This is an optimization exercise on Yosys and OpenROAD, whose aim is small area, not a production implementation.
Function was checked by simulation only, so behaviour that the tests miss may differ from the original.
Power and IR drop assume default switching activity. The clock port is modelled as an ideal driver; clocking choices that lean on that would not hold on a real chip.

// boreal_ledger
module boreal_ledger
#(
  parameter int DEPTH = 16,
  parameter int AW    = $clog2(DEPTH)
) (
  input  logic          clk,
  input  logic          rst,
  input  logic          ledger_wr_en,
  input  logic [31:0]   wr_opcode,
  input  logic [31:0]   wr_nonce,
  input  logic          wr_committed,
  input  logic [31:0]   wr_policy_hash,
  input  logic          rd_ready,
  output logic          rd_valid,
  output logic [31:0]   rd_seq,
  output logic [31:0]   rd_opcode,
  output logic [31:0]   rd_nonce,
  output logic [31:0]   rd_policy_hash,
  output logic          rd_committed,
  output logic [31:0]   rd_chain,
  output logic [AW:0]   ledger_count,
  output logic          ledger_full,
  output logic          overflow,
  output logic [15:0]   drop_count,
  output logic [31:0]   chain_head
);
export LEC_CHECK = 0
export CAP_MARGIN = 20
export CORE_MARGIN = 2
export CORE_UTILIZATION = 60
export SLEW_MARGIN = 20
export SYNTH_HIERARCHICAL = 1
create_clock -name core_clock -period 5.0 [get_ports {clk}]
standard.sh (not shown) runs the stock make flow with config.mk's settings and CLKGATE_MAP_FILE= SYNTH_SCRIPT=/design/flow/synth_recipe.tcl, a recipe that flattens the netlist after the stock synthesis.
==> flow/flow/run.sh <==
#!/bin/bash
# The standard layout (the standard.sh, unchanged synthesis, floorplan,
# power grid and routing), with two placement/CTS choices changed:
#   - port buffers are sky130_fd_sc_hd__buf_1 instead of the resizer's pick
#     (a clkdlybuf4s50_1 delay cell); every port still gets its own buffer;
#   - clock tree synthesis inserts no dummy loads and clusters up to 24
#     sinks (120 um across) under each clkbuf_16 leaf buffer.
# Each make step's full output is in orfs/logs/...; make's own output goes to
# flow_make.log in this folder.
set -euo pipefail
export BUFFER_PORTS_ARGS="-buffer_cell sky130_fd_sc_hd__buf_1"
export CTS_ARGS="-sink_clustering_enable -repair_clock_nets -dont_use_dummy_load -buf_list sky130_fd_sc_hd__clkbuf_16 -sink_clustering_size 24 -sink_clustering_max_diameter 120"
bash standard.sh finish > flow_make.log 2>&1
The first run went through all stages and came out clean.
Rerun with:
--- a/flow/flow/run.sh
+++ b/flow/flow/run.sh
@@ -6,2 +6,2 @@
-#   - clock tree synthesis inserts no dummy loads and clusters up to 24
-#     sinks (120 um across) under each clkbuf_16 leaf buffer.
+#   - clock tree synthesis inserts no dummy loads and builds the tree of
+#     clkbuf_8 cells.
@@ -12 +12 @@
-export CTS_ARGS="-sink_clustering_enable -repair_clock_nets -dont_use_dummy_load -buf_list sky130_fd_sc_hd__clkbuf_16 -sink_clustering_size 24 -sink_clustering_max_diameter 120"
+export CTS_ARGS="-sink_clustering_enable -repair_clock_nets -dont_use_dummy_load -buf_list sky130_fd_sc_hd__clkbuf_8"
- CORE_UTILIZATION: 60 -> 40
The new run produced a clean layout.
Worst setup slack is worse by 0.15 ns.
First-iteration DRC count came out lower by 5.3%.
Synthesized cell count is unchanged.
Clock skew came out higher by 0.015 ns.
Via count came out higher by 2.3%.
Design area came out higher by 4.9%.
Power came out higher by 12%.
Routed wire length came out higher by 8.9%.
Core utilization came out lower by 19 points.

---

## the reference run
Another version of the RTL of boreal_ledger (not shown whole).
For scale: roughly 1700 flip-flops, about 320 I/O pins, about 0.065 sq mm of cells after synthesis.
// boreal_ledger
module boreal_ledger
#(
  parameter int DEPTH = 16,
  parameter int AW    = $clog2(DEPTH)
) (
  input  logic          clk,
  input  logic          rst,
  input  logic          ledger_wr_en,
  input  logic [31:0]   wr_opcode,
  input  logic [31:0]   wr_nonce,
  input  logic          wr_committed,
  input  logic [31:0]   wr_policy_hash,
  input  logic          rd_ready,
  output logic          rd_valid,
  output logic [31:0]   rd_seq,
  output logic [31:0]   rd_opcode,
  output logic [31:0]   rd_nonce,
  output logic [31:0]   rd_policy_hash,
  output logic          rd_committed,
  output logic [31:0]   rd_chain,
  output logic [AW:0]   ledger_count,
  output logic          ledger_full,
  output logic          overflow,
  output logic [15:0]   drop_count,
  output logic [31:0]   chain_head
);
Settings: LEC_CHECK=0, CAP_MARGIN=20, CORE_MARGIN=2, CORE_UTILIZATION=50, SLEW_MARGIN=20, SYNTH_HIERARCHICAL=1, SYNTH_MINIMUM_KEEP_SIZE=0; clock period 5.0 ns.
==> flow/flow/run.sh <==
#!/bin/bash
# The standard layout (the standard.sh, unchanged synthesis, floorplan,
# power grid and routing), with two placement/CTS choices changed:
#   - port buffers are sky130_fd_sc_hd__buf_1 instead of the resizer's pick
#     (a clkdlybuf4s50_1 delay cell); every port still gets its own buffer;
#   - clock tree synthesis inserts no dummy loads and clusters up to 24
#     sinks (120 um across) under each clkbuf_16 leaf buffer.
# Each make step's full output is in orfs/logs/...; make's own output goes to
# flow_make.log in this folder.
set -euo pipefail
export BUFFER_PORTS_ARGS="-buffer_cell sky130_fd_sc_hd__buf_1"
export CTS_ARGS="-sink_clustering_enable -repair_clock_nets -dont_use_dummy_load -buf_list sky130_fd_sc_hd__clkbuf_16 -sink_clustering_size 24 -sink_clustering_max_diameter 120"
bash standard.sh finish > flow_make.log 2>&1
Input-level comparison between the trial run and the reference run:
# the reference run
export LEC_CHECK = 0
export CAP_MARGIN = 20
export CORE_MARGIN = 2
export CORE_UTILIZATION = 50
export SLEW_MARGIN = 20
export SYNTH_HIERARCHICAL = 1
export SYNTH_MINIMUM_KEEP_SIZE = 0
create_clock -name core_clock -period 5.0 [get_ports {clk}]
# the trial run
export LEC_CHECK = 0
export CAP_MARGIN = 20
export CORE_MARGIN = 2
export CORE_UTILIZATION = 60
export SLEW_MARGIN = 20
export SYNTH_HIERARCHICAL = 1
export SYNTH_MINIMUM_KEEP_SIZE = 0
create_clock -name core_clock -period 5.0 [get_ports {clk}]
[summary]
The trial run has wire length below what the reference run had. Taking the reference run as the reference, in the trial run worst setup slack went down 0.015 ns, worst clock skew fell by 0.020 ns. Relative to the reference run, the via count of the first global-routing pass of the trial run is higher by about 1.1%.

---

Setup of nickel:
The RTL this note starts from:
==> flow/design.v <==
package boreal_ledger_pkg;
  localparam logic [31:0] LEDGER_CHAIN_SEED = 32'hB0EA_1000;
  localparam int COMMITTED_BIT = 0;
  localparam int POLICY_LSB    = 1;
  localparam int NONCE_LSB     = 33;
  localparam int OPCODE_LSB    = 65;
  localparam int ENTRY_W       = 97;
  function automatic logic [31:0] ledger_chain_mix(
    input logic [31:0] chain,
    input logic [31:0] seq,
    input logic [31:0] opcode,
    input logic [31:0] nonce,
    input logic [31:0] policy_hash,
    input logic        committed
  );
    ledger_chain_mix = {chain[26:0], chain[31:27]} ^ seq ^ opcode ^ nonce ^ policy_hash
           ^ {31'b0, committed};
  endfunction
endpackage
import boreal_ledger_pkg::*;
module boreal_ledger_mem
#(
  parameter int DEPTH = 16,
  parameter int AW    = $clog2(DEPTH)
) (
  input  logic               clk,
  input  logic [DEPTH-1:0]   row_we,
  input  logic [DEPTH-1:0]   row_keep,
  input  logic [ENTRY_W-1:0] wr_data,
  input  logic [DEPTH-1:0]   rd_sel,
  output logic [ENTRY_W-1:0] rd_data
);
  logic [ENTRY_W-1:0] mem [DEPTH];
  always_ff @(posedge clk) begin
    for (int i = 0; i < DEPTH; i++) begin
      mem[i] <= (mem[i] & {ENTRY_W{row_keep[i]}}) | (wr_data & {ENTRY_W{row_we[i]}});
    end
  end
  localparam int NGRP = (DEPTH + 2) / 3;
  logic [ENTRY_W-1:0] grp_n [NGRP];
  for (genvar g = 0; g < NGRP; g++) begin : g_grp
    if (3 * g + 2 < DEPTH) begin : g_three
      boreal_ledger_aoi3 #(.W(ENTRY_W)) u_aoi (
        .a   (mem[3*g]),   .sa (rd_sel[3*g]),
        .b   (mem[3*g+1]), .sb (rd_sel[3*g+1]),
        .c   (mem[3*g+2]), .sc (rd_sel[3*g+2]),
        .y_n (grp_n[g])
      );
    end else if (3 * g + 1 < DEPTH) begin : g_two
      boreal_ledger_aoi3 #(.W(ENTRY_W)) u_aoi (
        .a   (mem[3*g]),   .sa (rd_sel[3*g]),
        .b   (mem[3*g+1]), .sb (rd_sel[3*g+1]),
        .c   ('0),         .sc (1'b0),
        .y_n (grp_n[g])
      );
    end else begin : g_one
      assign grp_n[g] = ~(mem[3*g] & {ENTRY_W{rd_sel[3*g]}});
    end
  end
  always_comb begin
    rd_data = '1;
    for (int g = 0; g < NGRP; g++) begin
      rd_data = rd_data & grp_n[g];
    end
    rd_data = ~rd_data;
  end
endmodule
module boreal_ledger_aoi3
#(
  parameter int W = 1
) (
  input  logic [W-1:0] a,
  input  logic         sa,
  input  logic [W-1:0] b,
  input  logic         sb,
  input  logic [W-1:0] c,
  input  logic         sc,
  output logic [W-1:0] y_n
);
  assign y_n = ~((a & {W{sa}}) | (b & {W{sb}}) | (c & {W{sc}}));
endmodule
import boreal_ledger_pkg::*;
module boreal_ledger
#(
  parameter int DEPTH = 16,
  parameter int AW    = $clog2(DEPTH)
) (
  input  logic          clk,
  input  logic          rst,
  input  logic          ledger_wr_en,
  input  logic [31:0]   wr_opcode,
  input  logic [31:0]   wr_nonce,
  input  logic          wr_committed,
  input  logic [31:0]   wr_policy_hash,
  input  logic          rd_ready,
  output logic          rd_valid,
  output logic [31:0]   rd_seq,
  output logic [31:0]   rd_opcode,
  output logic [31:0]   rd_nonce,
  output logic [31:0]   rd_policy_hash,
  output logic          rd_committed,
  output logic [31:0]   rd_chain,
  output logic [AW:0]   ledger_count,
  output logic          ledger_full,
  output logic          overflow,
  output logic [15:0]   drop_count,
  output logic [31:0]   chain_head
);
  logic [31:0]        seq_ctr;
  logic [DEPTH-1:0]   rd_sel;
  logic [DEPTH-1:0]   row_we;
  logic               pop;
  logic               wr_accept;
  logic [31:0]        chain_next;
  logic [AW:0]        count_next;
  logic [ENTRY_W-1:0] wr_data;
  logic [ENTRY_W-1:0] rd_data;
  assign pop = rd_valid && rd_ready;
  assign wr_accept = ledger_wr_en && (!ledger_count[AW] || pop);
  assign chain_next = boreal_ledger_pkg::ledger_chain_mix(chain_head, seq_ctr, wr_opcode,
                                       wr_nonce, wr_policy_hash,
                                       wr_committed);
  assign wr_data = {wr_opcode, wr_nonce, wr_policy_hash, wr_committed};
  always_comb begin
    count_next = ledger_count;
    case ({wr_accept, pop})
      2'b10:   count_next = ledger_count + 1'b1;
      2'b01:   count_next = ledger_count - 1'b1;
      default: count_next = ledger_count;
    endcase
  end
  always_ff @(posedge clk) begin
    if (rst) begin
      seq_ctr      <= '0;
      chain_head   <= LEDGER_CHAIN_SEED;
      ledger_count <= '0;
      overflow     <= 1'b0;
      drop_count   <= '0;
    end else begin
      if (wr_accept) begin
        seq_ctr    <= seq_ctr + 32'd1;
        chain_head <= chain_next;
      end else if (ledger_wr_en) begin
        overflow <= 1'b1;
        if (drop_count != 16'hFFFF) begin
          drop_count <= drop_count + 16'd1;
        end
      end
      ledger_count <= count_next;
    end
  end
  assign ledger_full = ledger_count[AW];
  always_ff @(posedge clk) begin
    if (rst) begin
      rd_valid   <= 1'b0;
      rd_chain   <= LEDGER_CHAIN_SEED;
      rd_sel     <= DEPTH'(1);
    end else if (!rd_valid) begin
      if (ledger_count != '0) begin
        rd_valid <= 1'b1;
        rd_chain <= boreal_ledger_pkg::ledger_chain_mix(rd_chain, rd_seq, rd_opcode,
                                       rd_nonce, rd_policy_hash,
                                       rd_committed);
      end
    end else if (rd_ready) begin
      rd_valid   <= 1'b0;
      rd_sel     <= {rd_sel[DEPTH-2:0], rd_sel[DEPTH-1]};
    end
  end
  assign rd_seq = seq_ctr - {{(31-AW){1'b0}}, ledger_count};
  always_comb begin
    for (int i = 0; i < DEPTH; i++) begin
      row_we[i] = wr_accept && (seq_ctr[AW-1:0] == AW'(i));
    end
  end
  boreal_ledger_mem #(
    .DEPTH (DEPTH),
    .AW    (AW)
  ) u_mem (
    .clk     (clk),
    .row_we  (row_we),
    .row_keep(~row_we),
    .wr_data (wr_data),
    .rd_sel  (rd_sel),
    .rd_data (rd_data)
  );
  assign rd_opcode      = rd_data[OPCODE_LSB +: 32];
  assign rd_nonce       = rd_data[NONCE_LSB +: 32];
  assign rd_policy_hash = rd_data[POLICY_LSB +: 32];
  assign rd_committed   = rd_data[COMMITTED_BIT];
endmodule
Settings: LEC_CHECK=0, CAP_MARGIN=20, CORE_MARGIN=2, CORE_UTILIZATION=70, SLEW_MARGIN=20, SYNTH_HIERARCHICAL=1, SYNTH_MINIMUM_KEEP_SIZE=0; clock period 5.0 ns.
==> flow/flow/run.sh <==
#!/bin/bash
# The standard layout (the standard.sh, unchanged synthesis, floorplan,
# power grid and routing), with two placement/CTS choices changed:
#   - port buffers are sky130_fd_sc_hd__buf_1 instead of the resizer's pick
#     (a clkdlybuf4s50_1 delay cell); every port still gets its own buffer;
#   - clock tree synthesis inserts no dummy loads and clusters up to 30
#     sinks (120 um across) under each clkbuf_16 leaf buffer.
# Each make step's full output is in orfs/logs/...; make's own output goes to
# flow_make.log in this folder.
set -euo pipefail
export BUFFER_PORTS_ARGS="-buffer_cell sky130_fd_sc_hd__buf_1"
export CTS_ARGS="-sink_clustering_enable -repair_clock_nets -dont_use_dummy_load -buf_list sky130_fd_sc_hd__clkbuf_16 -sink_clustering_size 30 -sink_clustering_max_diameter 120"
bash standard.sh finish > flow_make.log 2>&1
Setup changes, nickel to pepper
Settings: setting PLACE_DENSITY to 0.75 for the first time; changing CORE_UTILIZATION from 70 to 60.
[summary]
Delta (pepper minus nickel): clock group share of total power roughly the same; routed wire length +5800 microns; post-route cell area flat. Summary: hold slack, pepper better than nickel. For die outline width, dividing the value from pepper by the value from nickel gives 1.08. For power share of the combinational group, pepper and nickel come out practically identical. Summary — routed length per instance, pepper relative to nickel: higher, by 0.52%. In the metrics for nickel and pepper, the one carrying the higher detailed-route vias per instance is nickel. Last element of the critical path: rd_seq[30] -> nickel, rd_seq[20] -> pepper. Per the comparison of pepper with nickel, total area of multi-input combinational cells roughly the same; initial cell density of the core down 10 points.
Modified inputs, onyx compared to pepper
Settings: PLACE_DENSITY removed (was 0.75).
Notes after the runs:
- Diff pepper -> onyx | via count | decrease of about 1.2%
- Per the comparison of onyx with pepper, non-clock buffer count now larger; post-CTS clock slew at the launch and capture registers of the worst setup and hold paths now larger.
- onyx went all the way through the flow, and no timing, DRC or antenna check failed.
- From pepper to onyx the numbers moved as follows: final worst-path setup slack fell by 0.021 ns, final global-route overflow total essentially unchanged, final critical-path required period rose by 0.021 ns.
- Higher relative area change from synthesis to final layout goes to onyx over pepper.
- Post-route clock period utilization on onyx is up relative to pepper.
- Relative to pepper, wire length of the first global-routing pass has increased by 5300 microns in onyx.

==> what the ideal ports hide <==
Ports are ideal in the flow. The routed layouts listed here were re-timed in OpenROAD. Step 1 sets driving cells, clkbuf_16 on the clock port and buf_2 on the other inputs (assumed; they add their load-dependent delay and slew). Step 2, shift: input delay + t, output delay - t, t = (earliest + latest rising clock arrival at the registers) / 2. This alone moves slack from input paths to output paths. a / b / c = ideal / step 1 / step 2; a / b = the first two.
run | shift t [ns] | slack for setup (ns) | worst setup path after step 2 | clock arrival spread, ns | cell pins on the clock port's net
the first run of note 1 | 0.765 | 0.214 / 0.135 / 0.872 | input to register | 0.050 / 0.050 | 1
the second run of note 1 | 1.069 | 0.067 / -0.020 / 0.684 | input to register | 0.076 / 0.076 | 1
the reference run | 0.772 | 0.205 / 0.122 / 0.796 | input to register | 0.058 / 0.058 | 1
the trial run | 0.764 | 0.190 / 0.112 / 0.507 | input to register | 0.052 / 0.053 | 1
nickel | 0.756 | 0.105 / 0.022 / 0.778 | register to output | 0.068 / 0.069 | 1
pepper | 0.755 | 0.153 / 0.072 / 0.827 | register to output | 0.072 / 0.072 | 1
onyx | 0.761 | 0.132 / 0.052 / 0.459 | input to register | 0.064 / 0.064 | 1
After both steps setup and hold are still met in every run listed.
